Context: an optimization exercise on an open-source flow, tuned for small area, a short achievable clock period and few clock cycles per item. The choices shown serve that exercise and are no tape-out recipe.
In this exercise RTL edits were held to simulation tests only and were not proved equivalent to the original.
Power is estimated from default activity; no workload was simulated.

--- flow/design.v ---
module mcu_exec_core #(
  parameter int OP_SZ  = 32,
  parameter int MEM_SZ = 4
) (
  input  logic              clk,
  input  logic              reset,
  input  logic              in_valid,
  output logic              in_ready,
  input  logic [3:0]        op_code,
  input  logic [MEM_SZ-1:0] op0,
  input  logic [MEM_SZ-1:0] op1,
  input  logic [MEM_SZ-1:0] op2,
  input  logic [OP_SZ-1:0]  wdata,
  output logic [OP_SZ-1:0]  out,
  output logic              done,
  output logic              carry,
  output logic              zero,
  output logic              err
);
  localparam int DEPTH = 2 ** MEM_SZ;
  localparam int SHW   = $clog2(OP_SZ);
  localparam int LVL   = $clog2(OP_SZ);
  logic [OP_SZ-1:0]  mem_q [DEPTH];
  logic              v_q, wr_q;
  logic [MEM_SZ-1:0] dst_q;
  logic [OP_SZ-1:0]  a_q, b_q;    
  logic              ar_q, sub_q, shl_q, shr_q, err_d_q;
  logic [3:0]        lut_q;       
  logic              done_q, carry_q, err_q, wb_we_q;
  logic [MEM_SZ-1:0] wb_dst_q;
  logic [OP_SZ-1:0]  out_q;
  logic [OP_SZ/4-1:0] zp_q;       
  logic [OP_SZ-1:0]  res, r0, r1, oth, lres, p, g;
  logic [OP_SZ:0]    c;
  logic              res_c;
  logic [OP_SZ-1:0]  rd_a, rd_b, wd;
  assign in_ready = 1'b1;
  logic       ar_d, sub_d, shl_d, shr_d, err_dd, wr_d;
  logic [3:0] lut_d;
  always_comb begin
    ar_d   = 1'b0; sub_d = 1'b0; shl_d = 1'b0; shr_d = 1'b0;
    err_dd = 1'b0; wr_d  = 1'b1;
    lut_d  = 4'b0000;
    case (op_code)
      4'd0: ar_d = 1'b1;
      4'd1: begin ar_d = 1'b1; sub_d = 1'b1; end
      4'd2: shl_d = 1'b1;
      4'd3: shr_d = 1'b1;
      4'd4: lut_d = 4'b1000;        
      4'd5: lut_d = 4'b1110;        
      4'd6: lut_d = 4'b0110;        
      4'd7: lut_d = 4'b0011;        
      4'd8: lut_d = 4'b1010;        
      4'd9: begin lut_d = 4'b1100; wr_d = 1'b0; end    
      default: begin err_dd = 1'b1; wr_d = 1'b0; end
    endcase
  end
  always_comb begin
    logic [OP_SZ-1:0] gg, pp, gn, pn;
    p  = a_q ^ b_q;
    g  = a_q & b_q;
    gg = g;
    pp = p;
    gg[0] = g[0] | (p[0] & sub_q);
    for (int l = 0; l < LVL; l++) begin
      for (int i = 0; i < OP_SZ; i++) begin
        if (i >= (1 << l)) begin
          gn[i] = gg[i] | (pp[i] & gg[i - (1 << l)]);
          pn[i] = pp[i] & pp[i - (1 << l)];
        end else begin
          gn[i] = gg[i];
          pn[i] = pp[i];
        end
      end
      gg = gn;
      pp = pn;
    end
    c[0] = sub_q;
    for (int i = 0; i < OP_SZ; i++) c[i+1] = gg[i];
  end
  always_comb begin
    for (int i = 0; i < OP_SZ; i++)
      lres[i] = lut_q[{a_q[i], b_q[i]}];
  end
  assign oth = ({OP_SZ{shl_q}} & (a_q << b_q[SHW-1:0])) |
               ({OP_SZ{shr_q}} & (a_q >> b_q[SHW-1:0])) | lres;
  assign r0  = ({OP_SZ{ar_q}} &  p) | oth;
  assign r1  = ({OP_SZ{ar_q}} & ~p) | oth;
  always_comb begin
    for (int i = 0; i < OP_SZ; i++) res[i] = c[i] ? r1[i] : r0[i];
  end
  assign res_c = ar_q & (c[OP_SZ] ^ sub_q);
  logic hit_a, hit_b, ld_d;
  logic [OP_SZ-1:0] a0, a1, b0, b1;
  always_comb begin
    rd_a = '0;
    rd_b = '0;
    for (int i = 0; i < DEPTH; i++) begin
      rd_a = rd_a | (mem_q[i] & {OP_SZ{op0 == MEM_SZ'(i)}});
      rd_b = rd_b | (mem_q[i] & {OP_SZ{op2 == MEM_SZ'(i)}});
    end
    if (wb_we_q && wb_dst_q == op0) rd_a = out_q;
    if (wb_we_q && wb_dst_q == op2) rd_b = out_q;
    hit_a = wr_q && dst_q == op0;
    hit_b = wr_q && dst_q == op2;
    ld_d  = (op_code == 4'd8);
    a0 = hit_a ? r0 : rd_a;
    a1 = hit_a ? r1 : rd_a;
    b0 = ld_d ? wdata : ((hit_b ? r0 : rd_b) ^ {OP_SZ{sub_d}});
    b1 = ld_d ? wdata : ((hit_b ? r1 : rd_b) ^ {OP_SZ{sub_d}});
  end
  always_ff @(posedge clk) begin
    if (!reset) begin
      v_q     <= 1'b0;
      wr_q    <= 1'b0;
      done_q  <= 1'b0;
      wb_we_q <= 1'b0;
    end else begin
      v_q     <= in_valid;
      wr_q    <= in_valid & wr_d;
      done_q  <= v_q;
      wb_we_q <= wr_q;
    end
  end
  always_ff @(posedge clk) begin
    ar_q     <= ar_d;
    sub_q    <= sub_d;
    shl_q    <= shl_d;
    shr_q    <= shr_d;
    err_d_q  <= err_dd;
    lut_q    <= lut_d;
    dst_q    <= op1;
    for (int i = 0; i < OP_SZ; i++) begin
      a_q[i] <= c[i] ? a1[i] : a0[i];
      b_q[i] <= c[i] ? b1[i] : b0[i];
    end
    wb_dst_q <= dst_q;
    out_q    <= res;
    for (int k = 0; k < OP_SZ/4; k++) zp_q[k] <= (res[4*k +: 4] == 4'd0);
    carry_q  <= res_c;
    err_q    <= err_d_q;
  end
  assign wd = out_q & {OP_SZ{reset}};
  always_ff @(posedge clk) begin
    for (int i = 0; i < DEPTH; i++) begin
      if (!reset || (wb_we_q && wb_dst_q == MEM_SZ'(i)))
        mem_q[i] <= wd;
    end
  end
  assign out   = out_q;
  assign done  = done_q;
  assign carry = carry_q;
  assign err   = err_q;
  assign zero  = &zp_q;
endmodule
--- flow/constraint.sdc ---
create_clock -name core_clock -period 5.0 [get_ports {clk}]
set_input_delay 1.0000 -clock core_clock [delete_from_list [all_inputs] [get_ports {clk}]]
set_output_delay 1.0000 -clock core_clock [all_outputs]
set_load 0.01 [all_outputs]
--- flow/config.mk ---
export PLATFORM = sky130hd
export DESIGN_NAME = mcu_exec_core
export DESIGN_NICKNAME = mcu_exec_core
export VERILOG_FILES = /design/flow/design.v
export SDC_FILE = /design/flow/constraint.sdc
export NUM_CORES = 4
export LEC_CHECK = 0
export CAP_MARGIN = 20
export CORE_MARGIN = 2
export CORE_UTILIZATION = 40
export SETUP_SLACK_MARGIN = 2.0
export SLEW_MARGIN = 20
--- flow/run.sh ---
#!/bin/bash
# synth_recipe.tcl (not shown) runs the flow's synth.tcl, then flattens the netlist and writes it again
# the make line also repeats each setting of config.mk as NAME=value (left out here)
make -C /OpenROAD-flow-scripts/flow DESIGN_CONFIG=/design/flow/config.mk WORK_HOME=/design/flow/orfs CLKGATE_MAP_FILE= SYNTH_SCRIPT=/design/flow/synth_recipe.tcl finish
==> results of run 1 <==
registers in the layout, summed over array words and instances (netlist names), 4 cells and up:
signal and cells:
mem_q 512, lut_q 4, zp_q 8, b_q 32, a_q 32, dst_q 4, wb_dst_q 4, out_q 32
power groups by stage:
stage          combinational [mW]  clock, mW  sequential [mW]
2_1_floorplan                2.58          0             7.22
3_3_place_gp                 3.91          0             7.62
3_5_place_dp                 3.95          0             7.62
4_1_cts                      4.48       4.82             7.47
5_1_grt                      5.16       5.02             7.57
6_report                     4.93       4.80             7.52
worst max-delay path by stage:
stage / startpoint / to / depth (start not counted)
after floorplan: wb_we_q / mem_q[2][0] / 2
after global placement: op2[3] / b_q[16] / 13
after detailed placement: op2[3] / b_q[16] / 13
after CTS: b_q[0] / b_q[24] / 13
after global routing: b_q[8] / b_q[24] / 12
final: a_q[7] / b_q[24] / 12
Yosys cell counts (7+ instances only):
cell	instances
mux4_2	81
buf_4	7
nand2b_1	25
nor4_1	14
a22oi_1	163
and2_1	38
buf_1	20
a21oi_1	109
nor2_1	202
a22o_1	170
buf_2	14
edfxtp_1	512
ha_1	35
nand2_1	150
dfxtp_1	127
nor3_1	51
inv_1	17
o211ai_1	20
o21ai_0	127
a31oi_1	9
mux2_2	21
a21o_1	21
nor3b_1	10
o21ai_1	7
a221oi_1	175
nand4_1	72
mux2i_1	88
xnor2_1	19
a211oi_1	10
o21a_1	10
clkbuf_1	168
xor2_1	46
nand3_1	41
cells by family after synthesis:
logic type	after synthesis	synth area share, %
compound gates	882	20.3
xor+xnor	65	1.76
fa+ha+maj	35	1.35
buf+inv	232	2.87
flops	639	55.4
mux	190	9.09
other cells	1	0.0116
simple gates	631	9.27
cell type report:
type / count / share of cell area, %
well taps: 1060 / 3.37
clock buffers: 72 / 4.11
flip-flops and latches: 639 / 45.7
clock inverters: 42 / 1.09
inverters: 21 / 0.245
multi-input cells: 1804 / 37.4
repair buffers: 314 / 8.09
metal layers:
metal  vias to the layer above  GRT usage, %  part of all wire (%)
met5                         -             0                 0.012
met4                         2          16.9                   6.9
met3                       662          9.24                    13
met2                      2386          50.7                    45
met1                     13500          41.2                    36
li1                      11100             -                     -
what timing repair did:
action,in CTS,in global routing
hold buffers,0,0
cloned,2,1
setup endpoints to repair,103,67
resized for setup,152,122
hold endpoints to repair,0,0
setup buffers,71,41
pin swaps,50,80
critical path: stages (launching register included):
cell	delay (ns)
dfxtp_4	0.36
ha_4	0.25
a211oi_2	0.20
o211ai_1	0.19
nor3_4	0.25
a21oi_4	0.12
a211o_4	0.37
and3_4	0.17
mux2_4	0.26
a221o_1	0.40
a21oi_2	0.20
xor2_1	0.24
o21ai_1	0.08
==> impl_metrics.tcl, run 1 <==
set metrics [dict create \
    syn_to_final_growth_pct 21.7 \
    track_usage_pct 32.5 \
    dp.cells 3723 \
    netlist_top_cells_area "edfxtp_1, dfxtp_1, mux4_2" \
    wirelength_mm 138 \
    drc 0 \
    ant_nets 0 \
    finalSetupViolations 0 \
    cts_buffers 60 \
    io_buffer_count 86 \
    grt_pass1_wl_mm 195 \
    ir_drop_v 0.000288 \
    ioPinCount 88 \
    whs_ns 0.333 \
    outcome "timing/DRC/antenna clean" \
    place_area_mm2 0.0354 \
    nFillCells 6929 \
    holdPathEnd "err_q" \
    path_class "flop to flop" \
    fin_area_mm2 0.0394 \
    start_kind "flop" \
    hpwl_mm 82.0 \
    multi_input_area_mm2 0.0147 \
    p_clk_share_pct 27.8 \
    path_max_fanout 4 \
    syn-cell-area_mm2 0.0324 \
    ys.warnings.count 2 \
    tightest_slew_ns 1.21 \
    antenna_found_initial 3 \
    dr.first_iter.drc_count 4358 \
    coreArea_mm2 0.0803 \
    die_h_um 288 \
    yosysTopAreaCellShare_pct 47.5 \
    ys_types 82 \
    first_global_vias 26900 \
    start_util_pct 40.3 \
    cp.required_ns 5.52 \
    cts_tree "done" \
    mostFrequentLayoutCells "edfxtp_1, nor2_1, a22o_1" \
    finClkSkew_ns 0.0234 \
    dieArea_mm2 0.0832 \
    setup_ws_ns 1.77 \
    drtPass1Iterations 10 \
    antenna_cells 0 \
    maxCapViolCount 0 \
    min_period_over_period_pct 64.6 \
    syn_nets 2761 \
    routabilityCongestion 1.02 \
    cts_sinks 639 \
    p_total_mw 17.2 \
    clockRootBuffer "clkbuf_16" \
    drive_gt1_share_pct 23.3 \
    cts.clk_slew.worst_paths_ns 0.07 \
    synth_edf_count 512 \
    clk_path_buf_depth 3 \
    die_x_um 288 \
    holdPathStages 0 \
    cts_max_level 2 \
    rsz0062_at_grt "true" \
    synth-main-ff-cell "edfxtp_1" \
    min_path_type "flop to flop" \
    p_int_mw 11.5 \
    grt-ovfl-total 0 \
    rr_worst_depth 12 \
    clk-insertion-delay-late_ns 0.66 \
    grt_start_max_net_pins 67 \
    rows 104 \
    power.density_mw_per_mm2 438 \
    wl_per_cell_um 35.0 \
    fmax_mhz 310 \
    r2r-start "a_q[7]" \
    avgSynthCellArea_um2 12.1 \
    sw_frac_of_total_pct 33.5 \
    r2r_setup_slack_ns 1.77 \
    p_seq_share_pct 43.6 \
    r2r_end "b_q[24]" \
    worstPathArrival_ns 3.75 \
    crit_path_end_kind "flop" \
    relSlewSlack_pct 19.3 \
    netlist_instances 2675 \
    synthArstFlopShare_pct 0 \
    ys_ff_latch 639 \
    place_ws_ns 0.778 \
    dr_total_vias 27700 \
    hold_violations 0 \
    final_util_pct 49.1 \
    fin_crit_ns 3.23 \
    power.leakage_nw 14.2 \
    setup_tns_ns 0 \
    final_common_cell "edfxtp_1" \
    num-nets-final 2926 \
    synth_top_cell_by_area "edfxtp_1" \
    hold_path_startpoint "err_d_q" \
    stdcell_count 3952 \
    seq_area_frac_synth_pct 55.4 \
    routed_via_density 7.01 \
    p_sw_mw 5.79 \
    slew_viol_final 0 \
    regArea_mm2 0.0180 \
    p_comb_share_pct 28.6 \
]
Testbench counts, summed over its fixed seeds: cycles 12,016, items 12,000.
==> run 2, diff against run 1 <==
--- a/flow/design.v
+++ b/flow/design.v
@@ -83,6 +83,17 @@
       lres[i] = lut_q[{a_q[i], b_q[i]}];
   end
-  assign oth = ({OP_SZ{shl_q}} & (a_q << b_q[SHW-1:0])) |
-               ({OP_SZ{shr_q}} & (a_q >> b_q[SHW-1:0])) | lres;
+  logic [SHW-1:0]   amt;
+  logic [OP_SZ-1:0] rot, sh_l, sh_r;
+  assign amt = b_q[SHW-1:0];
+  always_comb begin
+    rot = a_q;
+    for (int l = 0; l < SHW; l++)
+      if (amt[l]) rot = (rot >> (1 << l)) | (rot << (OP_SZ - (1 << l)));
+    for (int i = 0; i < OP_SZ; i++) begin
+      sh_r[i] = rot[i] & ({1'b0, amt} <= (SHW+1)'(OP_SZ - 1 - i));
+      sh_l[i] = rot[(i + 1) % OP_SZ] & ({1'b0, amt} >= (SHW+1)'(OP_SZ - 1 - i));
+    end
+  end
+  assign oth = ({OP_SZ{shl_q}} & sh_l) | ({OP_SZ{shr_q}} & sh_r) | lres;
   assign r0  = ({OP_SZ{ar_q}} &  p) | oth;
   assign r1  = ({OP_SZ{ar_q}} & ~p) | oth;
@@ -92,5 +103,6 @@
   assign res_c = ar_q & (c[OP_SZ] ^ sub_q);
   logic hit_a, hit_b, ld_d;
-  logic [OP_SZ-1:0] a0, a1, b0, b1;
+  logic [OP_SZ-1:0] a0, a1, b0, b1, binv;
+  assign binv = {{(OP_SZ-SHW){sub_d}}, {SHW{sub_d | shl_d}}};
   always_comb begin
     rd_a = '0;
@@ -107,6 +119,6 @@
     a0 = hit_a ? r0 : rd_a;
     a1 = hit_a ? r1 : rd_a;
-    b0 = ld_d ? wdata : ((hit_b ? r0 : rd_b) ^ {OP_SZ{sub_d}});
-    b1 = ld_d ? wdata : ((hit_b ? r1 : rd_b) ^ {OP_SZ{sub_d}});
+    b0 = ld_d ? wdata : ((hit_b ? r0 : rd_b) ^ binv);
+    b1 = ld_d ? wdata : ((hit_b ? r1 : rd_b) ^ binv);
   end
   always_ff @(posedge clk) begin
==> run 2 against run 1 <==
Against the previous run: clock power is 11% higher; design area increased by 0.57%; combinational power grew 6.3%; critical path depth fell by 2; largest cell class unchanged; clock skew increased by 0.0015 ns; setup slack improved by 0.024 ns; highest routed layer unchanged; sequential power about the same.
==> impl_metrics.tcl, run 2 <==
set metrics [dict create \
    power.leakage_nw 14.0 \
    multi_input_area_mm2 0.0149 \
    grt-ovfl-total 0 \
    ant_nets 0 \
    netlist_top_cells_area "edfxtp_1, dfxtp_1, a22oi_1" \
    antenna_found_initial 12 \
    drtPass1Iterations 11 \
    fmax_mhz 312 \
    io_buffer_count 86 \
    cts_sinks 639 \
    min_path_type "flop to flop" \
    maxCapViolCount 0 \
    ioPinCount 88 \
    ir_drop_v 0.000194 \
    relSlewSlack_pct 33.8 \
    dr.first_iter.drc_count 4652 \
    setup_tns_ns 0 \
    drc 0 \
    first_global_vias 27200 \
    yosys.cell_count.top_type "edfxtp_1" \
    finalSetupViolations 0 \
    ctsHoldBuffers 0 \
    cts_tree "done" \
    rows 103 \
    mostFrequentLayoutCells "edfxtp_1, a22oi_1, buf_4" \
    clockRootBuffer "clkbuf_16" \
    cts_max_level 3 \
    synth-main-ff-cell "edfxtp_1" \
    finClkSkew_ns 0.0249 \
    track_usage_pct 35.4 \
    yosysTopAreaCellShare_pct 47.9 \
    crit_path_end_kind "flop" \
    slew_viol_final 0 \
    largest_reg_flops 512 \
    path_max_fanout 6 \
    fin_area_mm2 0.0396 \
    clk-insertion-delay-late_ns 0.63 \
    final_common_cell "edfxtp_1" \
    cts_buffers 70 \
    place_area_mm2 0.0350 \
    synth_edf_count 512 \
    wl_per_cell_um 38.3 \
    wirelength_mm 149 \
    fin_crit_ns 3.21 \
    p_total_mw 18.0 \
    regArea_mm2 0.0180 \
    syn_nets 2695 \
    path_class "flop to flop" \
    stdcell_count 3905 \
    worstPathArrival_ns 3.70 \
    seq_area_frac_synth_pct 55.8 \
    cts.clk_slew.worst_paths_ns 0.06 \
    netlist_instances 2609 \
    outcome "timing/DRC/antenna clean" \
    num-nets-final 2878 \
    synth_top_cell_by_area "edfxtp_1" \
    place_ws_ns 0.701 \
    syn-cell-area_mm2 0.0321 \
    dieArea_mm2 0.0825 \
    hpwl_mm 94.9 \
    setup_ws_ns 1.79 \
    die_h_um 287 \
    syn_to_final_growth_pct 23.5 \
    start_kind "flop" \
    ys_types 91 \
    synthArstFlopShare_pct 0 \
    ys_ff_latch 639 \
    drive_gt1_share_pct 24.6 \
    min_period_over_period_pct 64.1 \
    routabilityCongestion 1.05 \
    dp.cells 3678 \
    coreArea_mm2 0.0793 \
    synth_common_cells "edfxtp_1, a22oi_1, clkbuf_1" \
    grt_pass1_wl_mm 207 \
    nFillCells 6827 \
    dr_total_vias 28200 \
    cp.required_ns 5.50 \
    hold_violations 0 \
    regMostFlops "mem_q" \
    start_util_pct 40.5 \
    routed_via_density 7.23 \
    grt_start_max_net_pins 49 \
    avgSynthCellArea_um2 12.3 \
    die_x_um 287 \
    power.density_mw_per_mm2 456 \
    clk_path_buf_depth 3 \
    rsz0062_at_grt "true" \
    ys.warnings.count 2 \
    tightest_slew_ns 0.994 \
]
-- run 2: worst paths after layout --
| check | startpoint | to | slack (ns) | depth (start not counted) |
|---|---|---|---|---|
| worst min-delay path | err_d_q | err_q | 0.34 | 0 |
| worst max register to register | a_q[23] | b_q[30] | 1.79 | 10 |
| worst max-delay path | a_q[23] | b_q[30] | 1.79 | 10 |
| worst min register to register | err_d_q | err_q | 0.34 | 0 |
-- run 2: area by class of cell --
class | count | area share (%)
sequential | 639 | 45.4
multi-input combinational | 1735 | 37.5
timing repair buffer | 311 | 7.47
clock buffer | 87 | 4.82
tap | 1050 | 3.32
clock inverter | 41 | 1.07
inverter | 35 | 0.344
antenna | 7 | 0.0442
-- run 2: per-stage QoR --
step	util, %	hold slack, ns
floorplan	-	0.310
global placement	44.1	0.310
detailed placement	44.2	0.333
CTS	49.0	0.346
global route	50.0	0.348
finish	50.0	0.343
-- run 2: cells by family after synthesis --
logic type	count (synthesis)	share of synthesized area (%)
other cells	1	0.0117
mux	173	8.44
xor+xnor	48	1.31
fa+ha+maj	35	1.36
buf+inv	236	3.24
compound gates	901	20.8
simple gates	576	9.03
flops	639	55.8
-- run 2: routing by layer --
layer / GRT usage, % / part of all wire, % / routed length, µm
met5: 0 / 0.020 / 30
met4: 22.8 / 8.1 / 12100
met3: 10.8 / 13 / 19800
met2: 54.4 / 44 / 65800
met1: 43.2 / 35 / 51700
-- run 2: worst max-delay path: stages, from the launching register on --
cell	delay [ns]
dfxtp_1	0.66
ha_4	0.25
nand2_1	0.08
or3_1	0.42
a2111o_1	0.41
and2_4	0.20
a211oi_4	0.28
o21bai_4	0.14
buf_6	0.16
a211o_1	0.25
a32o_1	0.21
-- run 2: where the power goes --
| group | switching (mW) | total [mW] | internal (mW) |
|---|---|---|---|
| sequential | 0.827 | 7.50 | 6.67 |
| combinational | 3.13 | 5.24 | 2.11 |
| clock | 2.21 | 5.31 | 3.10 |
-- run 2: repair_timing --
| action | CTS | global route |
|---|---|---|
| gates resized for setup | 229 | 140 |
| setup endpoints to repair | 106 | 71 |
| pin swaps | 52 | 38 |
| buffers inserted | 66 | 23 |
| cloned | 1 | 2 |
Testbench counts of run 2, summed over its fixed seeds: cycles 12,016, items 12,000.
==> run 3, diff against run 2 <==
==> flow/flow/run.sh (new file) <==
#!/bin/bash
# Own layout flow: the standard ORFS flow (standard.sh, unchanged
# synthesis script) with more cells left unused. Besides the platform's own
# don't-use list, slow cells are kept out of synthesis and repair: 3- and
# 4-input OR/NOR/AND and the complex gates with long series stacks, 3-input
# XOR, mux4, and the delay cells that port buffering would otherwise pick
# (so each port gets a plain buffer).
set -euo pipefail
PLATFORM_DONT_USE="sky130_fd_sc_hd__probe_p_8 sky130_fd_sc_hd__probec_p_8 sky130_fd_sc_hd__lpflow_bleeder_1 sky130_fd_sc_hd__lpflow_clkbufkapwr_1 sky130_fd_sc_hd__lpflow_clkbufkapwr_16 sky130_fd_sc_hd__lpflow_clkbufkapwr_2 sky130_fd_sc_hd__lpflow_clkbufkapwr_4 sky130_fd_sc_hd__lpflow_clkbufkapwr_8 sky130_fd_sc_hd__lpflow_clkinvkapwr_1 sky130_fd_sc_hd__lpflow_clkinvkapwr_16 sky130_fd_sc_hd__lpflow_clkinvkapwr_2 sky130_fd_sc_hd__lpflow_clkinvkapwr_4 sky130_fd_sc_hd__lpflow_clkinvkapwr_8 sky130_fd_sc_hd__lpflow_decapkapwr_12 sky130_fd_sc_hd__lpflow_decapkapwr_3 sky130_fd_sc_hd__lpflow_decapkapwr_4 sky130_fd_sc_hd__lpflow_decapkapwr_6 sky130_fd_sc_hd__lpflow_decapkapwr_8 sky130_fd_sc_hd__lpflow_inputiso0n_1 sky130_fd_sc_hd__lpflow_inputiso0p_1 sky130_fd_sc_hd__lpflow_inputiso1n_1 sky130_fd_sc_hd__lpflow_inputiso1p_1 sky130_fd_sc_hd__lpflow_inputisolatch_1 sky130_fd_sc_hd__lpflow_isobufsrc_1 sky130_fd_sc_hd__lpflow_isobufsrc_16 sky130_fd_sc_hd__lpflow_isobufsrc_2 sky130_fd_sc_hd__lpflow_isobufsrc_4 sky130_fd_sc_hd__lpflow_isobufsrc_8 sky130_fd_sc_hd__lpflow_isobufsrckapwr_16 sky130_fd_sc_hd__lpflow_lsbuf_lh_hl_isowell_tap_1 sky130_fd_sc_hd__lpflow_lsbuf_lh_hl_isowell_tap_2 sky130_fd_sc_hd__lpflow_lsbuf_lh_hl_isowell_tap_4 sky130_fd_sc_hd__lpflow_lsbuf_lh_isowell_4 sky130_fd_sc_hd__lpflow_lsbuf_lh_isowell_tap_1 sky130_fd_sc_hd__lpflow_lsbuf_lh_isowell_tap_2 sky130_fd_sc_hd__lpflow_lsbuf_lh_isowell_tap_4 "
EXTRA_DONT_USE="$(tr '\n' ' ' < flow/dont_use.txt)"
bash standard.sh "DONT_USE_CELLS=$PLATFORM_DONT_USE $EXTRA_DONT_USE" finish > standard_flow.log 2>&1
==> flow/flow/dont_use.txt (new file) <==
sky130_fd_sc_hd__or4*
sky130_fd_sc_hd__nor4*
sky130_fd_sc_hd__and4*
sky130_fd_sc_hd__o41*
sky130_fd_sc_hd__a41*
sky130_fd_sc_hd__o311*
sky130_fd_sc_hd__a311*
sky130_fd_sc_hd__o2111*
sky130_fd_sc_hd__a2111*
sky130_fd_sc_hd__or3*
sky130_fd_sc_hd__xor3*
sky130_fd_sc_hd__xnor3*
sky130_fd_sc_hd__clkdlybuf4s*
sky130_fd_sc_hd__dlygate*
sky130_fd_sc_hd__dlymetal*
sky130_fd_sc_hd__mux4*
sky130_fd_sc_hd__o32*
sky130_fd_sc_hd__a32*
sky130_fd_sc_hd__nor3*
sky130_fd_sc_hd__and3*
sky130_fd_sc_hd__a2bb2*
sky130_fd_sc_hd__o2bb2*
sky130_fd_sc_hd__a222*
==> flow/standard.sh (new file) <==
#!/bin/bash
# synth_recipe.tcl (not shown) runs the flow's synth.tcl, then flattens the netlist and writes it again
# the make line also repeats each setting of config.mk as NAME=value (left out here)
make -C /OpenROAD-flow-scripts/flow DESIGN_CONFIG=/design/flow/config.mk WORK_HOME=/design/flow/orfs CLKGATE_MAP_FILE= SYNTH_SCRIPT=/design/flow/synth_recipe.tcl "${@:-finish}"
removed: flow/run.sh
==> run 3 against run 2 <==
Against the previous run: final cell count grew 7.9%; hold slack lost 0.014 ns; clock skew grew 0.0038 ns; wire length grew 3.6%; non-clock buffer count grew 33; synthesized cell count grew 11%; clock power shrank 5.3%; sequential cell count is the same; sequential power grew 4.0%; first-iteration DRC count grew 5.0%; combinational power grew 3%; register-to-register slack gained 0.03 ns.
==> impl_metrics.tcl, run 3 <==
set metrics [dict create \
    netlist_instances 2889 \
    maxCapViolCount 0 \
    clockRootBuffer "clkbuf_16" \
    drc 0 \
    multi_input_area_mm2 0.0150 \
    worstSetupPathDepth 10 \
    cp.required_ns 5.44 \
    track_usage_pct 35.4 \
    synth_common_cells "edfxtp_1, nor2_1, nand2_1" \
    rsz0062_at_grt "true" \
    cts.clk_slew.worst_paths_ns 0.07 \
    crit_path_end_kind "flop" \
    slew_viol_final 0 \
    synth-main-ff-cell "edfxtp_1" \
    worstPathArrival_ns 3.61 \
    finalSetupViolations 0 \
    mostFrequentLayoutCells "edfxtp_1, nand2_1, nor2_1" \
    ys_types 68 \
    ant_nets 0 \
    die_x_um 290 \
    outcome "timing/DRC/antenna clean" \
    regArea_mm2 0.0180 \
    clk-insertion-delay-late_ns 0.61 \
    num-nets-final 3187 \
    fin_crit_ns 3.18 \
    coreArea_mm2 0.0808 \
    rr_worst_depth 10 \
    setup_tns_ns 0 \
    routabilityCongestion 1.10 \
    path_class "flop to flop" \
    min_period_over_period_pct 63.5 \
    path_max_fanout 4 \
    yosysTopAreaCellShare_pct 46.9 \
    hpwl_mm 103 \
    holdPathStages 0 \
    ioPinCount 88 \
    syn_nets 2975 \
    routed_via_density 6.98 \
    cts_sinks 639 \
    crit_chain "buf_1 -> mux2i_1 -> a22oi_1 -> nand2_1 -> nor2_1 -> a22o_1 -> a221o_1 -> a21oi_1 -> xnor2_1 -> o21ai_1" \
    place_ws_ns 0.889 \
    dr.first_iter.drc_count 4886 \
    ys_ff_latch 639 \
    synth_edf_count 512 \
    fmax_mhz 315 \
    dieArea_mm2 0.0842 \
    power.leakage_nw 13.8 \
    hold_violations 0 \
    seq_area_frac_synth_pct 54.7 \
    netlist_top_cells_area "edfxtp_1, dfxtp_1, mux2i_1" \
    syn-cell-area_mm2 0.0328 \
    grt_start_max_net_pins 60 \
    drive_gt1_share_pct 18.2 \
    start_util_pct 40.5 \
    crit_buf_inv 1 \
    max_stage_delay_ns 0.54 \
    cts_buffers 66 \
    cp_slowest_cell "nor2_1" \
    final_common_cell "edfxtp_1" \
    wl_per_cell_um 36.7 \
    relSlewSlack_pct 19.6 \
    io_buffer_count 86 \
    avgSynthCellArea_um2 11.3 \
    syn_to_final_growth_pct 18.8 \
    dr_total_vias 29400 \
    cp_top_family "compound AO/OA/AOI/OAI gates" \
    start_kind "flop" \
    nFillCells 7196 \
    grt_pass1_wl_mm 214 \
    power.density_mw_per_mm2 468 \
    cts_max_level 3 \
    first_global_vias 28200 \
    largest_reg_flops 512 \
    ys.warnings.count 2 \
    tightest_slew_ns 1.21 \
    drtPass1Iterations 7 \
    fin_area_mm2 0.0389 \
    grt-ovfl-total 0 \
    yosys.cell_count.top_type "edfxtp_1" \
    antenna_found_initial 4 \
    cts_tree "done" \
    stdcell_count 4214 \
    clk_path_buf_depth 3 \
    synth_top_cell_by_area "edfxtp_1" \
    setup_ws_ns 1.82 \
    min_path_type "flop to flop" \
    finClkSkew_ns 0.0287 \
    synthArstFlopShare_pct 0 \
    dp.cells 3977 \
    die_h_um 290 \
    wirelength_mm 155 \
    place_area_mm2 0.0348 \
    regMostFlops "mem_q" \
    ir_drop_v 0.000272 \
    rows 104 \
]
-- run 3: layout make-up --
cell class / instances / area share [%]
clock buffer: 87 / 4.96
clock inverter: 31 / 0.665
timing repair buffer: 344 / 5.37
multi-input combinational: 1983 / 38.7
tap: 1060 / 3.41
sequential: 639 / 46.2
inverter: 67 / 0.675
antenna: 3 / 0.0193
-- run 3: worst reg2reg max path: stages, from the launching register on --
cell     delay (ns)
dfxtp_4        0.38
buf_1          0.34
mux2i_1        0.26
a22oi_1        0.19
nand2_1        0.20
nor2_1         0.54
a22o_1         0.25
a221o_1        0.34
a21oi_1        0.14
xnor2_1        0.24
o21ai_1        0.14
-- run 3: cells by family after synthesis --
family / Yosys count / synth area share [%]
compound gates: 1006 / 23.0
simple gates: 710 / 10.5
flops: 639 / 54.7
buf+inv: 269 / 3.43
mux: 182 / 5.74
xor+xnor: 47 / 1.26
fa+ha+maj: 35 / 1.34
other cells: 1 / 0.0114
-- run 3: path summary, 6_finish.rpt --
path	startpoint	endpoint	slack, ns
min	err_d_q	err_q	0.33
max	a_q[0]	b_q[14]	1.82
min reg2reg	err_d_q	err_q	0.33
max reg2reg	a_q[0]	b_q[14]	1.82
-- run 3: layer usage --
metal	vias to the layer above	global-route usage, %	wire length (µm)
met5	-	0	12
met4	2	24.5	13300
met3	696	9.02	18700
met2	2569	56.6	69400
met1	14200	42.0	53400
li1	11900	-	-
-- run 3: timing repair --
action	CTS	global route
setup buffers	72	41
hold buffers	0	0
gates cloned	2	1
endpoints found under the setup margin	104	73
gates resized for setup	150	145
pin swaps	27	24
-- run 3: per-stage QoR --
stage               power, mW  hold WS [ns]  util [%]
global route             18.7         0.337      48.2
finish                   18.2         0.329      48.2
floorplan                10.1         0.310         -
CTS                      17.6         0.331      47.1
global placement         12.3         0.313      43.0
detailed placement       12.3         0.316      43.0
-- run 3: power breakdown --
part | switching, mW | total (mW) | internal [mW]
clock network | 2.10 | 5.03 | 2.93
logic | 3.54 | 5.39 | 1.84
registers | 0.964 | 7.80 | 6.84
==> run 4, diff against run 3 <==
--- a/flow/config.mk
+++ b/flow/config.mk
@@ -8,5 +8,5 @@
 export CAP_MARGIN = 20
 export CORE_MARGIN = 2
-export CORE_UTILIZATION = 40
+export CORE_UTILIZATION = 50
 export SETUP_SLACK_MARGIN = 2.0
 export SLEW_MARGIN = 20
==> run 4 against run 3 <==
Against the previous run: still clean; synthesized cell count unchanged; core utilization rose by 13 points; die area down 20%; area after synthesis unchanged; critical path depth grew 1; sequential cell count unchanged; sequential power rose by 1%; count of clock-buffer cells in the layout grew 4; combinational power increased by 5.2%; sequential share of layout area fell by 0.42 points; critical endpoint is now b_q[6].
==> impl_metrics.tcl, run 4 <==
set metrics [dict create \
    outcome "timing/DRC/antenna clean" \
    cts_buffers 68 \
    fmax_mhz 329 \
    whs_ns 0.347 \
    antenna_found_initial 6 \
    yosys.cell_count.top_type "edfxtp_1" \
    holdPathStages 0 \
    clockRootBuffer "clkbuf_16" \
    r2r_setup_slack_ns 1.96 \
    yosysTopAreaCellShare_pct 46.9 \
    crit_buf_inv 3 \
    path_class "primary input to flop" \
    tightest_slew_ns 1.15 \
    synthArstFlopShare_pct 0 \
    min_path_type "flop to flop" \
    first_global_vias 28700 \
    clk_path_buf_depth 3 \
    antenna_cells 0 \
    p_sw_mw 6.88 \
    r2r-start "wb_dst_q[2]" \
    routabilityCongestion 1.13 \
    cp.required_ns 5.49 \
    power.density_mw_per_mm2 471 \
    num-nets-final 3280 \
    grt-ovfl-total 0 \
    worstPathArrival_ns 3.53 \
    start_util_pct 50.7 \
    largest_reg_flops 512 \
    dr_total_vias 30400 \
    track_usage_pct 46.3 \
    cp_common_cell "buf_6" \
    drive_gt1_share_pct 20.8 \
    seq_area_frac_synth_pct 54.7 \
    clk-insertion-delay-late_ns 0.62 \
    setup_tns_ns 0 \
    ctsHoldBuffers 0 \
    slew_viol_final 0 \
    coreArea_mm2 0.0646 \
    io_buffer_count 86 \
    holdPathEnd "err_q" \
    hpwl_mm 107 \
    netlist_instances 2889 \
    hold_violations 0 \
    mostFrequentLayoutCells "edfxtp_1, nand2_1, buf_1" \
    ioPinCount 88 \
    dieArea_mm2 0.0676 \
    hold_path_startpoint "err_d_q" \
    crit_chain "clkbuf_4 -> buf_6 -> nand2_4 -> nor2_4 -> buf_6 -> a22o_1 -> a221oi_1 -> nand4_1 -> o21ai_0 -> mux2i_1 -> nand3_1" \
    cp_top_family "compound AO/OA/AOI/OAI gates" \
    relSlewSlack_pct 22.9 \
    cts_sinks 639 \
    netlist_top_cells_area "edfxtp_1, dfxtp_1, mux2i_1" \
    regMostFlops "mem_q" \
    rows 93 \
    cp_slowest_cell "a221oi_1" \
    rsz0062_at_grt "true" \
    wirelength_mm 160 \
    final_common_cell "edfxtp_1" \
    cts_tree "done" \
    synth-main-ff-cell "edfxtp_1" \
    p_clk_share_pct 26.9 \
    p_comb_share_pct 30.6 \
    drtPass1Iterations 7 \
    ys.warnings.count 2 \
    rr_worst_depth 3 \
    crit_path_end_kind "flop" \
    finalSetupViolations 0 \
    drc 0 \
    min_period_over_period_pct 60.7 \
    die_h_um 260 \
    wl_per_cell_um 38.9 \
    synth_top_cell_by_area "edfxtp_1" \
    maxCapViolCount 0 \
    p_seq_share_pct 42.5 \
    avgSynthCellArea_um2 11.3 \
    sw_frac_of_total_pct 37.1 \
    synth_common_cells "edfxtp_1, nor2_1, nand2_1" \
    synth_edf_count 512 \
    r2r_end "mem_q[15][21]" \
    ys_ff_latch 639 \
    dr.first_iter.drc_count 5107 \
    syn_nets 2975 \
    cts_max_level 3 \
    ys_types 68 \
    syn_to_final_growth_pct 20.1 \
    grt_pass1_wl_mm 219 \
    p_int_mw 11.7 \
    cts.clk_slew.worst_paths_ns 0.06 \
    grt_start_max_net_pins 51 \
    power.leakage_nw 14.2 \
    path_max_fanout 18 \
    max_stage_delay_ns 0.71 \
    ir_drop_v 0.000397 \
    die_x_um 260 \
    routed_via_density 7.41 \
    fin_crit_ns 3.04 \
    syn-cell-area_mm2 0.0328 \
    finClkSkew_ns 0.0285 \
    ant_nets 0 \
    start_kind "primary input" \
]
run 4: cell counts after synthesis:
No cell type changed its count.
run 4: cells by family (layout without fill, tap and decap cells):
group	count (synthesis)	count (layout)	share of synthesized area, %
AO/OA/AOI/OAI	1006	1006	23.0
AND/OR/NAND/NOR	710	712	10.5
flip-flops	639	639	54.7
buffers and inverters	269	624	3.43
multiplexers	182	182	5.74
XOR/XNOR	47	47	1.26
adder cells (fa/ha/maj)	35	35	1.34
other	1	1	0.0114
run 4: cell type report:
type                       instances  area, µm²
clock buffer                      91       1910
fill                            5233      25200
inverter                          67        256
timing repair buffer             435       2590
multi-input combinational       1983      15200
sequential                       639      18000
tap                              855       1070
clock inverter                    31        268
run 4: how the worst max path moves through the flow:
stage                     start          end  cells past startpoint
finish                   op2[0]       b_q[6]                     11
global route             b_q[1]      b_q[27]                     13
CTS                      b_q[1]      b_q[29]                     10
detailed placement       op2[3]      b_q[15]                     12
global placement         b_q[1]      b_q[16]                     11
floorplan           wb_dst_q[1]  mem_q[1][0]                      2
run 4: routing by layer:
metal | GRT usage (%) | up-vias | routed length [µm]
met5 | 0 | - | 60
met4 | 34.6 | 4 | 14800
met3 | 15.1 | 819 | 21800
met2 | 70.4 | 2828 | 69700
met1 | 54.8 | 14600 | 53300
li1 | - | 12100 | -
run 4: worst reg2reg max path: cells and delay by family (launching register included):
kind	cells	cell delay, ns
compound gates	1	1.03
buf+inv	1	0.75
flops	1	0.46
simple gates	1	0.40
run 4: what timing repair did:
action,in CTS,in global routing
resized for setup,212,144
cloned,1,1
hold endpoints to repair,0,0
pin swaps,31,35
buffers inserted,82,79
setup endpoints to repair,104,84
run 4: stage by stage:
stage	instances	worst slack (ns)	utilization [%]	instance area, µm²	power, mW
2_1_floorplan	2889	1.56	-	32800	10.1
3_3_place_gp	3813	0.868	53.7	34700	12.3
3_5_place_dp	3816	0.805	53.8	34800	12.3
4_1_cts	4021	1.98	59.3	38300	17.8
5_1_grt	4101	1.93	60.9	39400	18.9
6_report	4101	1.96	60.9	39400	18.5
run 4: power by group through the flow:
stage                     Clock [mW]  Sequential [mW]  Combinational (mW)
after global routing            5.18             7.90                5.83
final                           4.99             7.88                5.67
after detailed placement           0             7.90                4.42
after CTS                       4.98             7.77                5.02
after floorplan                    0             7.36                2.78
after global placement             0             7.90                4.42
==> run 5, diff against run 4 <==
--- a/flow/config.mk
+++ b/flow/config.mk
@@ -9,4 +9,6 @@
 export CORE_MARGIN = 2
 export CORE_UTILIZATION = 50
+export CTS_CLUSTER_DIAMETER = 80
+export CTS_CLUSTER_SIZE = 30
 export SETUP_SLACK_MARGIN = 2.0
 export SLEW_MARGIN = 20
==> run 5 against run 4 <==
Against the previous run: highest routed layer unchanged; sequential power shrank 0.5%; wire length shrank 0.96%; core utilization decreased by 1.9 points; critical endpoint is now b_q[29]; sequential share of layout area increased by 1.5 points; non-clock buffer count shrank 11; design area is 3.2% lower.
==> impl_metrics.tcl, run 5 <==
set metrics [dict create \
    outcome "timing/DRC/antenna clean" \
    drtPass1Iterations 8 \
    drive_gt1_share_pct 19.1 \
    syn-cell-area_mm2 0.0328 \
    cp_top_family "simple AND/OR/NAND/NOR gates" \
    worstPathArrival_ns 3.69 \
    holdPathEnd "err_q" \
    relSlewSlack_pct 14.9 \
    crit_buf_inv 0 \
    p_clk_share_pct 19.7 \
    synth-main-ff-cell "edfxtp_1" \
    start_kind "flop" \
    sw_frac_of_total_pct 39.3 \
    antenna_found_initial 4 \
    grt_pass1_wl_mm 217 \
    path_class "flop to flop" \
    routabilityCongestion 1.13 \
    cts_tree "done" \
    crit_path_end_kind "flop" \
    ys.warnings.count 2 \
    rsz0062_at_grt "true" \
    fmax_mhz 318 \
    hold_path_startpoint "err_d_q" \
    netlist_instances 2889 \
    holdPathStages 0 \
    ioPinCount 88 \
    finalSetupViolations 0 \
    routed_via_density 7.48 \
    grt-ovfl-total 0 \
    clk-insertion-delay-late_ns 0.66 \
    path_max_fanout 5 \
    wirelength_mm 158 \
    die_h_um 260 \
    r2r_setup_slack_ns 1.86 \
    grt_start_max_net_pins 51 \
    final_common_cell "edfxtp_1" \
    cp_slowest_cell "dfxtp_1" \
    regMostFlops "mem_q" \
    synth_top_cell_by_area "edfxtp_1" \
    cts_sinks 639 \
    seq_area_frac_synth_pct 54.7 \
    cts_buffers 31 \
    tightest_slew_ns 1.28 \
    ant_nets 0 \
    p_seq_share_pct 46.9 \
    finClkSkew_ns 0.0301 \
    maxCapViolCount 0 \
    avgSynthCellArea_um2 11.3 \
    syn_nets 2975 \
    worstSetupPathDepth 9 \
    clockRootBuffer "clkbuf_16" \
    io_buffer_count 86 \
    p_comb_share_pct 33.5 \
    wl_per_cell_um 39.3 \
    yosysTopAreaCellShare_pct 46.9 \
    r2r-start "shr_q" \
    r2r_end "b_q[29]" \
    place_area_mm2 0.0348 \
    clk_path_buf_depth 3 \
    first_global_vias 28000 \
    crit_chain "nand2b_1 -> nor2_2 -> nand2_1 -> o31ai_1 -> a221o_1 -> a221o_1 -> a21oi_2 -> xnor2_1 -> o21ai_1" \
    cp_common_cell "a221o_1" \
    max_stage_delay_ns 0.74 \
    netlist_top_cells_area "edfxtp_1, dfxtp_1, mux2i_1" \
    synthArstFlopShare_pct 0 \
    fin_area_mm2 0.0381 \
    synth_common_cells "edfxtp_1, nor2_1, nand2_1" \
    power.leakage_nw 13.6 \
    coreArea_mm2 0.0646 \
    p_total_mw 16.7 \
    drc 0 \
    yosys.cell_count.top_type "edfxtp_1" \
    p_sw_mw 6.57 \
    min_path_type "flop to flop" \
    p_int_mw 10.2 \
    dr.first_iter.drc_count 5200 \
    cts_max_level 1 \
    num-nets-final 3232 \
    ir_drop_v 0.000441 \
    hpwl_mm 107 \
    slew_viol_final 0 \
    rows 93 \
    dieArea_mm2 0.0676 \
    syn_to_final_growth_pct 16.3 \
    dr_total_vias 30100 \
    cts.clk_slew.worst_paths_ns 0.09 \
    die_x_um 260 \
    synth_edf_count 512 \
    rr_worst_depth 9 \
    ys_ff_latch 639 \
    setup_tns_ns 0 \
    ctsHoldBuffers 0 \
    min_period_over_period_pct 62.8 \
    power.density_mw_per_mm2 439 \
    track_usage_pct 45.7 \
    fin_crit_ns 3.14 \
    mostFrequentLayoutCells "edfxtp_1, nand2_1, buf_1" \
    cp.required_ns 5.55 \
    ys_types 68 \
    hold_violations 0 \
    largest_reg_flops 512 \
    start_util_pct 50.7 \
]
run 5: through the flow:
stage                     util, %  hold WS, ns  setup WS, ns  instances
after CTS                    57.0        0.357          1.92       3922
after global placement       53.7        0.313         0.868       3813
after floorplan                 -        0.310          1.56       2889
after detailed placement     53.8        0.344         0.805       3816
final                        59.0        0.353          1.86       4025
after global routing         59.0        0.368          1.89       4021
run 5: power by group through the flow:
stage                     clock network [mW]  logic, mW  registers [mW]
final                                   3.29       5.60            7.84
after global routing                    3.46       5.76            7.87
after CTS                               3.29       4.90            7.75
after detailed placement                   0       4.42            7.90
after global placement                     0       4.42            7.90
after floorplan                            0       2.78            7.36
run 5: worst reg2reg max path: cells and delay by family, from the launching register on:
family | cells | cell delay [ns]
flops | 1 | 0.74
compound gates | 5 | 0.98
simple gates | 3 | 1.12
xor+xnor | 1 | 0.19
run 5: layout make-up:
type	count	area, µm²
Fill cell	5329	26500
Multi-Input combinational cell	1983	15100
Sequential cell	639	18000
Clock inverter	21	350
Timing Repair Buffer	424	2480
Tap cell	855	1070
Inverter	67	259
Antenna cell	5	12.5
Clock buffer	31	776
run 5: repair_timing:
action                                  in CTS  in global routing
pin swaps                                   23                 49
endpoints found under the setup margin     103                 98
gates cloned                                 1                  1
resized for setup                          172                180
setup buffers                               53                 97
run 5: kinds of logic after synthesis:
logic type / count (synthesis) / share of synthesized area, %
AOI/OAI and AO/OA: 1006 / 23.0
and+or+nand+nor: 710 / 10.5
DFF: 639 / 54.7
buffers and inverters: 269 / 3.43
muxes: 182 / 5.74
xor gates and xnor gates: 47 / 1.26
adders and majority gates: 35 / 1.34
other: 1 / 0.0114
run 5: worst max path at each step:
stage,startpoint,endpoint
4_1_cts,b_q[1],b_q[15]
5_1_grt,a_q[20],b_q[25]
6_report,shr_q,b_q[29]
3_3_place_gp,b_q[1],b_q[16]
2_1_floorplan,wb_dst_q[1],mem_q[1][0]
3_5_place_dp,op2[3],b_q[15]
run 5: metal layers:
metal	global-route usage [%]	share of wire, %
met3	13.4	13
met5	0	0.061
met1	55.0	33
met4	32.5	9.4
met2	70.4	44
==> run 6, diff against run 5 <==
--- a/flow/config.mk
+++ b/flow/config.mk
@@ -8,5 +8,5 @@
 export CAP_MARGIN = 20
 export CORE_MARGIN = 2
-export CORE_UTILIZATION = 50
+export CORE_UTILIZATION = 40
 export CTS_CLUSTER_DIAMETER = 80
 export CTS_CLUSTER_SIZE = 30
==> run 6 against run 5 <==
Against the previous run: register-to-register slack improved by 0.11 ns; hold slack got worse by 0.012 ns; count of clock-buffer cells in the layout up 6; sequential share of layout area up 0.21 points; sequential power shrank 0.8%; critical path depth decreased by 1; global-route usage decreased by 11 points; setup slack better by 0.053 ns; maximum frequency up 1.7%; area after synthesis is the same.
==> impl_metrics.tcl, run 6 <==
set metrics [dict create \
    min_period_over_period_pct 61.7 \
    crit_buf_inv 2 \
    slew_viol_final 0 \
    hold_path_startpoint "err_d_q" \
    start_kind "primary input" \
    cts_buffers 29 \
    place_area_mm2 0.0348 \
    netlist_top_cells_area "edfxtp_1, dfxtp_1, mux2i_1" \
    muxShareOfSynthArea_pct 5.74 \
    synth-adder-area-share_pct 1.34 \
    r2r_setup_slack_ns 1.97 \
    ys_ff_latch 639 \
    max_stage_delay_ns 0.43 \
    drive_gt1_share_pct 17.7 \
    cts.clk_slew.worst_paths_ns 0.12 \
    antenna_found_initial 5 \
    clockRootBuffer "clkbuf_16" \
    min_path_type "flop to flop" \
    p_int_mw 10.0 \
    crit_path_end_kind "flop" \
    final_common_cell "edfxtp_1" \
    avgSynthCellArea_um2 11.3 \
    fmax_mhz 324 \
    rows 104 \
    cp_common_cell "o21ai_0" \
    die_h_um 290 \
    clk_path_buf_depth 3 \
    place_ws_ns 0.889 \
    yosys.area_share.xor_xnor_pct 1.26 \
    dp.cells 3977 \
    power.leakage_nw 13.3 \
    cp.required_ns 5.53 \
    hpwl_mm 103 \
    synth_common_cells "edfxtp_1, nor2_1, nand2_1" \
    maxCapViolCount 0 \
    io_buffer_count 86 \
    relSlewSlack_pct 20.2 \
    crit_start "op0[0]" \
    cts_max_level 1 \
    synth-main-ff-cell "edfxtp_1" \
    ys.warnings.count 2 \
    dr.first_iter.drc_count 4580 \
    nFillCells 7329 \
    sw_frac_of_total_pct 38.8 \
    first_global_vias 28000 \
    power.density_mw_per_mm2 432 \
    track_usage_pct 34.9 \
    worstPathArrival_ns 3.61 \
    finClkSkew_ns 0.0517 \
    dr_total_vias 29200 \
    hold_violations 0 \
    mostFrequentLayoutCells "edfxtp_1, nand2_1, buf_1" \
    wl_per_cell_um 36.8 \
    drtPass1Iterations 7 \
    routabilityCongestion 1.10 \
    synth_top_family_by_area "compound AO/OA/AOI/OAI gates" \
    p_total_mw 16.4 \
    r2r-start "wb_we_q" \
    p_seq_share_pct 47.6 \
    die_x_um 290 \
    p_sw_mw 6.35 \
    tightest_slew_ns 1.19 \
    ctsHoldBuffers 0 \
    clk-insertion-delay-late_ns 0.66 \
    outcome "timing/DRC/antenna clean" \
    finalSetupViolations 0 \
    grt_start_max_net_pins 60 \
    cts_sinks 639 \
    crit_chain "buf_1 -> nand2_1 -> nor2_4 -> buf_6 -> a221oi_1 -> nand4b_1 -> o21ai_0 -> o21ai_0" \
    cts_tree "done" \
    syn_nets 2975 \
    path_max_fanout 25 \
    stdcell_count 4172 \
    ioPinCount 88 \
    start_util_pct 40.5 \
    rsz0062_at_grt "true" \
    fin_crit_ns 3.09 \
    cp_top_family "simple AND/OR/NAND/NOR gates" \
    drc 0 \
    coreArea_mm2 0.0808 \
    dieArea_mm2 0.0842 \
    yosysTopAreaCellShare_pct 46.9 \
    largest_reg_flops 512 \
    syn_to_final_growth_pct 15.7 \
    ir_drop_v 0.000275 \
    synth_top_cell_by_area "edfxtp_1" \
    seq_area_frac_synth_pct 54.7 \
    path_class "primary input to flop" \
    syn-cell-area_mm2 0.0328 \
    wirelength_mm 154 \
    setup_tns_ns 0 \
    p_comb_share_pct 33.6 \
    ys_types 68 \
    synth_compound_area_share_pct 23.0 \
    synth-simple-area-share_pct 10.5 \
    regMostFlops "mem_q" \
    fin_area_mm2 0.0379 \
    num-nets-final 3173 \
    routed_via_density 6.99 \
    netlist_instances 2889 \
    synth_edf_count 512 \
    yosys.cell_count.top_type "edfxtp_1" \
    p_clk_share_pct 18.8 \
    grt-ovfl-total 0 \
    synthArstFlopShare_pct 0 \
    cp_slowest_cell "buf_6" \
    setup_ws_ns 1.91 \
    ant_nets 0 \
    grt_pass1_wl_mm 211 \
]
## run 6: cell counts after synthesis
Identical to the previous run, type by type.
## run 6: cell type report
| cell class | count | area (µm²) | share of cell area [%] |
|---|---|---|---|
| Multi-Input combinational cell | 1983 | 15100 | 39.8 |
| Timing Repair Buffer | 367 | 2210 | 5.83 |
| Sequential cell | 639 | 18000 | 47.5 |
| Inverter | 67 | 259 | 0.684 |
| Tap cell | 1060 | 1330 | 3.50 |
| Clock inverter | 17 | 249 | 0.657 |
| Clock buffer | 37 | 756 | 1.99 |
| Antenna cell | 2 | 5.00 | 0.0132 |
## run 6: through the flow
stage                     hold slack, ns  util [%]
after floorplan                    0.310         -
after global placement             0.313      43.0
after detailed placement           0.316      43.0
after CTS                          0.343      45.6
after global routing               0.349      46.9
final                              0.341      46.9
## run 6: power groups by stage
stage,sequential (mW),combinational (mW),clock [mW]
final,7.78,5.50,3.08
after global routing,7.82,5.68,3.27
after CTS,7.71,4.83,3.09
after detailed placement,7.83,4.44,0
after global placement,7.84,4.43,0
after floorplan,7.36,2.78,0
## run 6: timing repair
action | CTS | global route
gates resized for setup | 147 | 164
buffers inserted | 74 | 60
cloned | 2 | 2
pin swaps | 25 | 31
setup endpoints to repair | 104 | 72
## run 6: layer usage
metal  part of all wire (%)  global-route usage (%)  vias to the layer above
met5                 0.0072                   0.284                        -
met4                    9.0                    24.7                        2
met3                     11                    8.28                      729
met2                     45                    55.5                     2435
met1                     35                    41.7                    14100
li1                       -                       -                    11900
## run 6: path summary, 6_finish.rpt
kind                       end  cells after the start
hold / removal           err_q                      0
setup / recovery        a_q[7]                      8
hold reg to reg          err_q                      0
setup reg to reg  mem_q[0][11]                      4
## run 6: kinds of logic (layout without fill, tap and decap cells)
| family | Yosys count | in the layout |
|---|---|---|
| other | 1 | 3 |
| adders and majority gates | 35 | 35 |
| AOI/OAI and AO/OA | 1006 | 1006 |
| muxes | 182 | 182 |
| buffers and inverters | 269 | 488 |
| and+or+nand+nor | 710 | 712 |
| xor gates and xnor gates | 47 | 47 |
| DFF | 639 | 639 |
==> run 7, diff against run 6 <==
--- a/flow/config.mk
+++ b/flow/config.mk
@@ -11,4 +11,4 @@
 export CTS_CLUSTER_DIAMETER = 80
 export CTS_CLUSTER_SIZE = 30
-export SETUP_SLACK_MARGIN = 2.0
+export SETUP_SLACK_MARGIN = 2.2
 export SLEW_MARGIN = 20
==> run 7 against run 6 <==
Against the previous run: still clean; register-to-register slack improved by 0.14 ns; combinational power rose by about 10%; area after synthesis did not move; final cell count rose by 3.2%; wire length fell by 1.7%; sequential power barely moved; count of clock-buffer cells in the layout rose by 1; setup slack improved by 0.20 ns; clock skew fell by 0.026 ns; sequential cell count did not move; power rose by 1.5%; non-clock buffer count rose by 138; critical path type is now flop to flop; highest routed layer unchanged.
==> impl_metrics.tcl, run 7 <==
set metrics [dict create \
    syn_to_final_growth_pct 20.9 \
    crit_chain "buf_12 -> buf_6 -> clkbuf_16 -> mux2i_2 -> mux2i_2 -> buf_6 -> buf_1 -> nand2_1 -> a31oi_2 -> o21ai_2 -> a21oi_1 -> xnor2_1 -> a21oi_1" \
    cp_slowest_cell "dfxtp_4" \
    io_buffer_count 86 \
    syn_nets 2975 \
    p_clk_share_pct 16.8 \
    setup_tns_ns 0 \
    ys_types 68 \
    grt-ovfl-total 0 \
    ctsHoldBuffers 0 \
    avgSynthCellArea_um2 11.3 \
    min_path_type "flop to flop" \
    netlist_instances 2889 \
    cts_sinks 639 \
    slew_viol_final 0 \
    p_int_mw 10.2 \
    mostFrequentLayoutCells "edfxtp_1, buf_1, nand2_1" \
    ir_drop_v 0.000262 \
    drtPass1Iterations 7 \
    synth_common_cells "edfxtp_1, nor2_1, nand2_1" \
    drc 0 \
    fmax_mhz 346 \
    antenna_found_initial 3 \
    place_ws_ns 0.827 \
    finalSetupViolations 0 \
    p_sw_mw 6.42 \
    cts_max_level 1 \
    dr.first_iter.drc_count 5175 \
    routabilityCongestion 1.05 \
    path_class "flop to flop" \
    path_max_fanout 13 \
    clk_path_buf_depth 3 \
    fin_crit_ns 2.89 \
    ant_nets 0 \
    die_x_um 290 \
    rows 104 \
    tightest_slew_ns 1.19 \
    synth_edf_count 512 \
    final_util_pct 49.0 \
    regMostFlops "mem_q" \
    synth_top_cell_by_area "edfxtp_1" \
    outcome "timing/DRC/antenna clean" \
    grt_start_max_net_pins 60 \
    grt_pass1_wl_mm 207 \
    relSlewSlack_pct 20.5 \
    hpwl_mm 99.1 \
    crit_path_end_kind "flop" \
    ioPinCount 88 \
    cts.clk_slew.worst_paths_ns 0.11 \
    min_period_over_period_pct 57.8 \
    max_stage_delay_ns 0.47 \
    p_total_mw 16.6 \
    power.leakage_nw 14.0 \
    clk-insertion-delay-late_ns 0.64 \
    synthArstFlopShare_pct 0 \
    nFillCells 7119 \
    clockRootBuffer "clkbuf_16" \
    cp.required_ns 5.56 \
    start_kind "flop" \
    cts_tree "done" \
    dieArea_mm2 0.0842 \
    yosys.cell_count.top_type "edfxtp_1" \
    drive_gt1_share_pct 22.3 \
    wl_per_cell_um 35.0 \
    stdcell_count 4306 \
    p_comb_share_pct 36.4 \
    p_seq_share_pct 46.8 \
    largest_reg_flops 512 \
    routed_via_density 6.93 \
    die_h_um 290 \
    yosysTopAreaCellShare_pct 46.9 \
    finClkSkew_ns 0.0259 \
    maxCapViolCount 0 \
    sw_frac_of_total_pct 38.6 \
    ys_ff_latch 639 \
    wirelength_mm 151 \
    coreArea_mm2 0.0808 \
    seq_area_frac_synth_pct 54.7 \
    track_usage_pct 33.9 \
    rsz0062_at_grt "true" \
    hold_violations 0 \
    syn-cell-area_mm2 0.0328 \
    synth-main-ff-cell "edfxtp_1" \
    num-nets-final 3308 \
    first_global_vias 28000 \
    setup_ws_ns 2.11 \
    dp.cells 3970 \
    netlist_top_cells_area "edfxtp_1, dfxtp_1, mux2i_1" \
    final_common_cell "edfxtp_1" \
    ys.warnings.count 2 \
    worstPathArrival_ns 3.45 \
    dr_total_vias 29800 \
    power.density_mw_per_mm2 419 \
    start_util_pct 40.5 \
    cts_buffers 27 \
]
==> run 7: cell counts after synthesis <==
No cell type changed its count.
==> run 7: worst paths after layout <==
path	slack, ns	cells after the start	to	from
worst max-delay path	2.11	13	b_q[2]	b_q[3]
worst min-delay path	0.34	0	err_q	err_d_q
worst max register to register	2.11	13	b_q[2]	b_q[3]
worst min register to register	0.34	0	err_q	err_d_q
==> run 7: cell type report <==
cell class	instances	area (µm²)	area share, %
diodes	3	7.51	0.0190
clock buffers	38	717	1.81
clock inverters	12	113	0.284
inverters	67	256	0.648
multi-input cells	1982	15800	40.0
flip-flops and latches	639	18000	45.6
well taps	1060	1330	3.35
repair buffers	505	3310	8.36
==> run 7: cell families after synthesis <==
logic type | count (synthesis) | share of synthesized area (%)
AO/OA/AOI/OAI | 1006 | 23.0
multiplexers | 182 | 5.74
adder cells (fa/ha/maj) | 35 | 1.34
AND/OR/NAND/NOR | 710 | 10.5
XOR/XNOR | 47 | 1.26
other | 1 | 0.0114
flip-flops | 639 | 54.7
buffers and inverters | 269 | 3.43
==> run 7: power by group through the flow <==
stage / clock network, mW / registers [mW] / logic (mW)
after floorplan: 0 / 7.36 / 2.79
after global placement: 0 / 7.84 / 4.23
after detailed placement: 0 / 7.83 / 4.25
after CTS: 2.80 / 7.69 / 4.87
after global routing: 2.98 / 7.80 / 6.26
final: 2.79 / 7.77 / 6.05
==> run 7: critical path, delay by kind of cell (launching register included) <==
family          cells  cell delay (ns)
flops               1             0.47
buf+inv             5             0.71
xor+xnor            1             0.14
mux                 2             0.44
compound gates      4             0.83
simple gates        1             0.20
==> run 7: metal layers <==
metal | GRT usage, % | share of wire, % | up-vias
met2 | 53.9 | 44 | 2698
met4 | 22.2 | 8.8 | 2
met3 | 7.87 | 13 | 799
li1 | - | - | 12100
met1 | 41.2 | 34 | 14200
met5 | 0 | 0.0080 | -
==> run 7: what timing repair did <==
action                                  4_1_cts  5_1_grt
pin swaps                                    56       87
endpoints found under the setup margin      232      100
buffers inserted                            140      138
resized for setup                           229      296
gates cloned                                  1        3
==> run 7: through the flow <==
step | hold WS, ns | instance area (µm²)
2_1_floorplan | 0.310 | 32900
3_3_place_gp | 0.312 | 34800
3_5_place_dp | 0.313 | 34900
4_1_cts | 0.342 | 37600
5_1_grt | 0.357 | 39600
6_report | 0.339 | 39600
==> run 8, diff against run 7 <==
--- a/flow/config.mk
+++ b/flow/config.mk
@@ -8,5 +8,5 @@
 export CAP_MARGIN = 20
 export CORE_MARGIN = 2
-export CORE_UTILIZATION = 40
+export CORE_UTILIZATION = 50
 export CTS_CLUSTER_DIAMETER = 80
 export CTS_CLUSTER_SIZE = 30
==> run 8 against run 7 <==
Against the previous run: first-iteration DRC count decreased by 11%; die area shrank 20%; combinational power rose by 2%; final cell count decreased by 5.1%; global-route usage increased by 12 points; sequential power about the same; clock power up 14%; design area down 0.45%; register-to-register slack worse by 0.06 ns; critical endpoint is now b_q[9]; largest power group unchanged.
==> impl_metrics.tcl, run 8 <==
set metrics [dict create \
    r2r_end "b_q[9]" \
    cts_tree "done" \
    synth_top_cell_by_area "edfxtp_1" \
    start_kind "flop" \
    io_buffer_count 86 \
    r2r_setup_slack_ns 2.05 \
    p_clk_share_pct 18.6 \
    dr_total_vias 30100 \
    path_max_fanout 7 \
    setup_ws_ns 2.05 \
    nFillCells 5182 \
    crit_path_end_kind "flop" \
    track_usage_pct 45.7 \
    routed_via_density 7.38 \
    synth_edf_count 512 \
    place_ws_ns 0.752 \
    relSlewSlack_pct 26.9 \
    yosysTopAreaCellShare_pct 46.9 \
    dr.first_iter.drc_count 4601 \
    ctsHoldBuffers 0 \
    clk-insertion-delay-late_ns 0.66 \
    regMostFlops "mem_q" \
    rr_worst_depth 11 \
    power.density_mw_per_mm2 435 \
    yosys.cell_count.top_type "edfxtp_1" \
    synth-main-ff-cell "edfxtp_1" \
    worstPathArrival_ns 3.43 \
    r2r-start "b_q[3]" \
    sw_frac_of_total_pct 39.4 \
    wirelength_mm 157 \
    path_class "flop to flop" \
    ys_ff_latch 639 \
    maxCapViolCount 0 \
    netlist_top_cells_area "edfxtp_1, dfxtp_1, mux2i_1" \
    outcome "timing/DRC/antenna clean" \
    final_common_cell "edfxtp_1" \
    min_path_type "flop to flop" \
    cts_sinks 639 \
    start_util_pct 50.7 \
    tightest_slew_ns 1.10 \
    grt_start_max_net_pins 60 \
    synthArstFlopShare_pct 0 \
    ir_drop_v 0.000339 \
    dieArea_mm2 0.0676 \
    clockRootBuffer "clkbuf_16" \
    max_stage_delay_ns 0.49 \
    fin_crit_ns 2.95 \
    ys_types 68 \
    die_x_um 260 \
    coreArea_mm2 0.0646 \
    cp_top_family "compound AO/OA/AOI/OAI gates" \
    cts.clk_slew.worst_paths_ns 0.11 \
    mostFrequentLayoutCells "edfxtp_1, buf_1, nand2_1" \
    cts_max_level 1 \
    die_h_um 260 \
    hold_path_startpoint "err_d_q" \
    netlist_instances 2889 \
    p_seq_share_pct 45.4 \
    rsz0062_at_grt "true" \
    slew_viol_final 0 \
    fmax_mhz 339 \
    rows 93 \
    grt-ovfl-total 0 \
    ioPinCount 88 \
    fin_area_mm2 0.0394 \
    holdPathEnd "err_q" \
    syn_to_final_growth_pct 20.3 \
    crit_buf_inv 2 \
    p_int_mw 10.4 \
    cts_buffers 31 \
    drive_gt1_share_pct 22.8 \
    cp_slowest_cell "dfxtp_4" \
    first_global_vias 29100 \
    whs_ns 0.338 \
    ys.warnings.count 2 \
    crit_chain "buf_12 -> mux2i_4 -> a22oi_2 -> a31oi_4 -> a211oi_1 -> buf_2 -> a21o_1 -> a221o_2 -> a21oi_4 -> xnor2_2 -> o21ai_1" \
    drtPass1Iterations 9 \
    synth_common_cells "edfxtp_1, nor2_1, nand2_1" \
    finalSetupViolations 0 \
    largest_reg_flops 512 \
    ant_nets 0 \
    hold_violations 0 \
    power.leakage_nw 14.0 \
    place_area_mm2 0.0347 \
    seq_area_frac_synth_pct 54.7 \
    routabilityCongestion 1.08 \
    holdPathStages 0 \
    antenna_found_initial 9 \
    syn_nets 2975 \
    avgSynthCellArea_um2 11.3 \
    num-nets-final 3287 \
    setup_tns_ns 0 \
    cp.required_ns 5.48 \
    p_sw_mw 6.76 \
    min_period_over_period_pct 59.0 \
    wl_per_cell_um 38.5 \
    finClkSkew_ns 0.0323 \
    drc 0 \
    p_comb_share_pct 36.0 \
    grt_pass1_wl_mm 218 \
    hpwl_mm 107 \
    syn-cell-area_mm2 0.0328 \
    clk_path_buf_depth 3 \
]
==> run 8: through the flow <==
stage          total power [mW]  utilization, %  std cells
2_1_floorplan              10.1               -       2889
3_3_place_gp               12.3            53.7       3795
3_5_place_dp               12.3            53.8       3798
4_1_cts                    16.3            59.1       3996
5_1_grt                    17.5            61.0       4079
6_report                   17.2            61.0       4086
==> run 8: routing by layer <==
layer / share of wire (%) / vias to the layer above / global-route usage (%)
li1: - / 12100 / -
met1: 33 / 14500 / 52.5
met2: 44 / 2638 / 70.9
met3: 12 / 902 / 14.0
met4: 10 / 8 / 36.7
met5: 0.049 / - / 0
==> run 8: area by class of cell <==
| type | instances | area [µm²] | area share (%) |
|---|---|---|---|
| Tap cell | 855 | 1070 | 2.71 |
| Sequential cell | 639 | 18000 | 45.8 |
| Inverter | 67 | 256 | 0.651 |
| Antenna cell | 8 | 20.0 | 0.0508 |
| Multi-Input combinational cell | 1982 | 15800 | 40.1 |
| Timing Repair Buffer | 480 | 3130 | 7.95 |
| Clock inverter | 21 | 299 | 0.759 |
| Clock buffer | 34 | 787 | 2.00 |
==> run 8: cell families after synthesis <==
group	Yosys count	share of synthesized area (%)
fa+ha+maj	35	1.34
other cells	1	0.0114
mux	182	5.74
xor+xnor	47	1.26
flops	639	54.7
compound gates	1006	23.0
buf+inv	269	3.43
simple gates	710	10.5
==> run 8: how the worst max path moves through the flow <==
stage / from / end / slack (ns) / cells past startpoint
2_1_floorplan: wb_dst_q[1] / mem_q[1][0] / 1.56 / 2
3_3_place_gp: op2[0] / b_q[13] / 0.75 / 12
4_1_cts: a_q[1] / b_q[13] / 2.13 / 12
5_1_grt: b_q[3] / b_q[4] / 2.03 / 11
3_5_place_dp: op2[0] / b_q[13] / 0.75 / 12
6_report: b_q[3] / b_q[9] / 2.05 / 11
==> run 8: what timing repair did <==
action / in CTS / in global routing
setup endpoints to repair: 151 / 140
pin swaps: 64 / 64
gates cloned: 1 / 1
buffers inserted: 142 / 80
gates resized for setup: 335 / 180
==> run 8: power groups by stage <==
stage | registers [mW] | clock network, mW | logic [mW]
after global placement | 7.84 | 0 | 4.50
after CTS | 7.73 | 3.18 | 5.40
final | 7.79 | 3.19 | 6.18
after detailed placement | 7.84 | 0 | 4.48
after floorplan | 7.36 | 0 | 2.79
after global routing | 7.82 | 3.36 | 6.35

afterwards: timing with drivers on the ports:
How much do the figures lean on ideal ports? The routed layouts below were timed once more, with nothing changed but the port constraints. Step 1: set_driving_cell puts a clkbuf_16 on clk and a buf_2 on each other input, an assumption about the parent block. Step 2 moves the port delays by t, midway between the first and last clock arrival at a register: inputs arrive t later, outputs are due t later. That takes back most of the time a late clock gives input paths. Three values: ideal, step 1, step 2; two values: the first two.
run	t, ns	setup WS [ns]	hold WS [ns]	worst setup path after step 2	worst data-port slew with drivers (ns)
run 1	0.704	1.770 / 1.770 / 1.205	0.333 / 0.333 / 0.333	input to register	0.05
run 2	0.682	1.794 / 1.794 / 1.252	0.343 / 0.343 / 0.343	input to register	0.13
run 3	0.663	1.824 / 1.824 / 1.385	0.329 / 0.329 / 0.329	input to register	0.06
run 4	0.671	1.964 / 1.965 / 1.328	0.347 / 0.347 / 0.347	input to register	0.09
run 5	0.717	1.860 / 1.860 / 1.201	0.353 / 0.353 / 0.353	input to register	0.09
run 6	0.707	1.913 / 1.947 / 1.240	0.341 / 0.341 / 0.341	input to register	0.06
run 7	0.696	2.109 / 2.109 / 1.494	0.339 / 0.339 / 0.339	input to register	0.06
run 8	0.711	2.051 / 2.051 / 1.443	0.338 / 0.338 / 0.338	input to register	0.08
After both steps setup and hold are still met in every run listed. For run 6, which loses most, drivers alone change the setup slack by +0.034 ns; drivers and shift together by -0.673 ns.
